This is an optimization exercise on Yosys and OpenROAD, whose aim is small area, a short achievable clock period and few clock cycles per item, not a production implementation. The RTL was checked by simulation tests, not by an equivalence proof against the original design.

Design foveated_shading_rate_classifier_top, start of the top module:
module foveated_shading_rate_classifier_top #(
  parameter int COORD_BITS = 12
) (
  input  logic                                 clk,
  input  logic                                 rst_n,
  input  logic                                 in_tvalid,
  output logic                                 in_tready,
  input  logic [23:0]                          in_tdata,    
  output logic                                 out_tvalid,
  input  logic                                 out_tready,
  output logic [7:0]                           out_tdata,   
  input  logic                                 cfg_we,
  input  logic [fsrc_pkg::CFG_IDX_W-1:0]       cfg_index,
  input  logic [fsrc_pkg::CFG_DATA_W-1:0]      cfg_wdata
);
Size in the first run: ~4500 cells after synthesis, ~700 flip-flops, roughly 74 I/O pins.
Settings: LEC_CHECK=0, CAP_MARGIN=20, CORE_MARGIN=2, CORE_UTILIZATION=40, SETUP_SLACK_MARGIN=4.7, SLEW_MARGIN=20; clock period 7.5 ns.
run.sh (not shown) runs the stock make flow with config.mk's settings and CLKGATE_MAP_FILE= SYNTH_SCRIPT=/design/flow/synth_recipe.tcl, a recipe that flattens the netlist after the stock synthesis.
Testbench counts at the start, summed over its fixed seeds: cycles 16,448, items 16,384.
==> next run, changes <==
- CTS_CLUSTER_DIAMETER: not set -> 100
- CTS_CLUSTER_SIZE: not set -> 20
The changed run finished clean.
Register-to-register slack got worse by 30 ps.
Via count falls by about 0.8%.
Worst setup slack got worse by 26 ps.
Fmax falls by about 0.8%.
==> next run, changes <==
- ABC_AREA: not set -> 1
- CORE_UTILIZATION: 40 -> 48
The changed run finished with timing, DRC and antenna clean.
Via count goes up by 20%.
Setup slack gets better by 220 ps.
Synthesized cell count grows by 29%.
Synthesized area is higher by 2.5%.
Non-clock buffer count came out lower by 85.
==> next run, changes <==
- CORE_UTILIZATION: 48 -> 40
What happened:
- wire length drops slightly
- clock skew drops by 20 ps
- non-clock buffer count drops by 20
- register-to-register slack is about the same
==> next run, changes <==
- TNS_END_PERCENT: not set -> 30
After rerunning: Critical path depth decreases by 4; wire length decreases by about 3.4%; non-clock buffer count decreases by 64; setup slack got worse by 65 ps; global-route usage decreases by 0.70 points; flip-flop and latch count stays the same; clock skew increases by 27 ps; core utilization decreases by 0.85 points; register-to-register slack got worse by 60 ps.
==> next run, changes <==
- CAP_MARGIN: 20 -> 10
- CTS_CLUSTER_DIAMETER: 100 -> 120
- CTS_CLUSTER_SIZE: 20 -> 25
- SLEW_MARGIN: 20 -> 10
- TNS_END_PERCENT: 30 -> not set
Result: Wire length came out higher by 3.1%. Via count grows by 0.57%. Cell count grows by 0.52%. Sequential cell count is unchanged. First-iteration DRC count fell by 7.9%. Worst hold slack is worse by 3.5 ps. Clock skew fell by 5.7 ps.

* * *

foveated_shading_rate_classifier_top, a different RTL version from the one above (not shown whole).
For scale: ~5100 cells after synthesis, about 74 I/O pins, ~50000 um2 of cells after synthesis.
make LEC_CHECK=0 CAP_MARGIN=20 CORE_MARGIN=2 CORE_UTILIZATION=40 SETUP_SLACK_MARGIN=4.7 SLEW_MARGIN=20 finish   # period 7.5 ns
Testbench counts at the start, summed over its fixed seeds: cycles 16,448, items 16,384.
Change:
SETUP_SLACK_MARGIN = 5   (was 4.7)
After rerunning: Via count climbs by 3.2%; global-route usage is higher by 1.3 points; setup slack improved by 24 ps; synthesized area stays the same; clock skew fell by 7.6 ps; wire length came out higher by 6.1%.

* * *

foveated_shading_rate_classifier_top, a different RTL version from the one above (not shown whole).
For scale: about 5600 cells after synthesis, about 660 flip-flops, roughly 74 I/O pins.
export LEC_CHECK = 0
export ABC_AREA = 1
export CAP_MARGIN = 10
export CORE_MARGIN = 2
export CORE_UTILIZATION = 40
export CTS_CLUSTER_DIAMETER = 120
export CTS_CLUSTER_SIZE = 25
export SETUP_SLACK_MARGIN = 4.5
export SLEW_MARGIN = 10
create_clock -name core_clock -period 7.5 [get_ports {clk}]
The first run completed with no timing, DRC or antenna violations.
Testbench counts at the start, summed over its fixed seeds: cycles 16,448, items 16,384.
Change:
--- a/flow/config.mk
+++ b/flow/config.mk
@@ -7,9 +7,9 @@
 export LEC_CHECK = 0
 export ABC_AREA = 1
-export CAP_MARGIN = 10
+export CAP_MARGIN = 20
 export CORE_MARGIN = 2
 export CORE_UTILIZATION = 40
-export CTS_CLUSTER_DIAMETER = 120
-export CTS_CLUSTER_SIZE = 25
-export SETUP_SLACK_MARGIN = 4.5
-export SLEW_MARGIN = 10
+export CTS_CLUSTER_DIAMETER = 100
+export CTS_CLUSTER_SIZE = 20
+export SETUP_SLACK_MARGIN = 4.7
+export SLEW_MARGIN = 20
Outcome: Worst hold slack barely changes. Area after synthesis is unchanged. Cell area rises by 2.4%. Die area does not change. Non-clock buffer count rises by 41. Clock-buffer cell count rises by 13.

## re-timing with driven ports
How much do the figures lean on ideal ports? The routed layouts below were timed once more, with nothing changed but the port constraints.
Step 1 sets driving cells, clkbuf_16 on the clock port and buf_2 on the other inputs (assumed; they add their load-dependent delay and slew).
Step 2 moves the port delays by t, midway between the first and last clock arrival at a register: inputs arrive t later, outputs are due t later. That takes back most of the time a late clock gives input paths.
Three values: ideal ports, drivers, drivers and shift; two values: the first two.
| run | t, ns | slack for setup (ns) | worst setup path at the end | worst slew at a driven data input, ns |
|---|---|---|---|---|
| the first run of note 1 | 0.732 | 4.474 / 4.474 / 3.964 | input to register | 0.19 |
| the second run of note 1 | 0.720 | 4.448 / 4.448 / 3.988 | input to register | 0.18 |
| the third run of note 1 | 0.707 | 4.665 / 4.665 / 4.043 | input to register | 0.10 |
| the fourth run of note 1 | 0.715 | 4.672 / 4.672 / 4.052 | input to register | 0.08 |
| the fifth run of note 1 | 0.727 | 4.607 / 4.580 / 4.019 | input to register | 0.07 |
| the sixth run of note 1 | 0.711 | 4.666 / 4.665 / 4.051 | input to register | 0.07 |
| the first run of note 2 | 0.732 | 4.426 / 4.426 / 3.896 | input to register | 0.07 |
| the second run of note 2 | 0.739 | 4.450 / 4.450 / 4.314 | input to register | 0.06 |
| the first run of note 3 | 0.665 | 4.528 / 4.528 / 4.021 | input to register | 0.16 |
| the second run of note 3 | 0.697 | 4.624 / 4.624 / 4.114 | input to register | 0.09 |
After both steps every run listed still meets setup and hold. For the third run of note 1, which loses most, drivers alone change the setup slack by 0.000 ns; drivers and shift together by -0.622 ns.
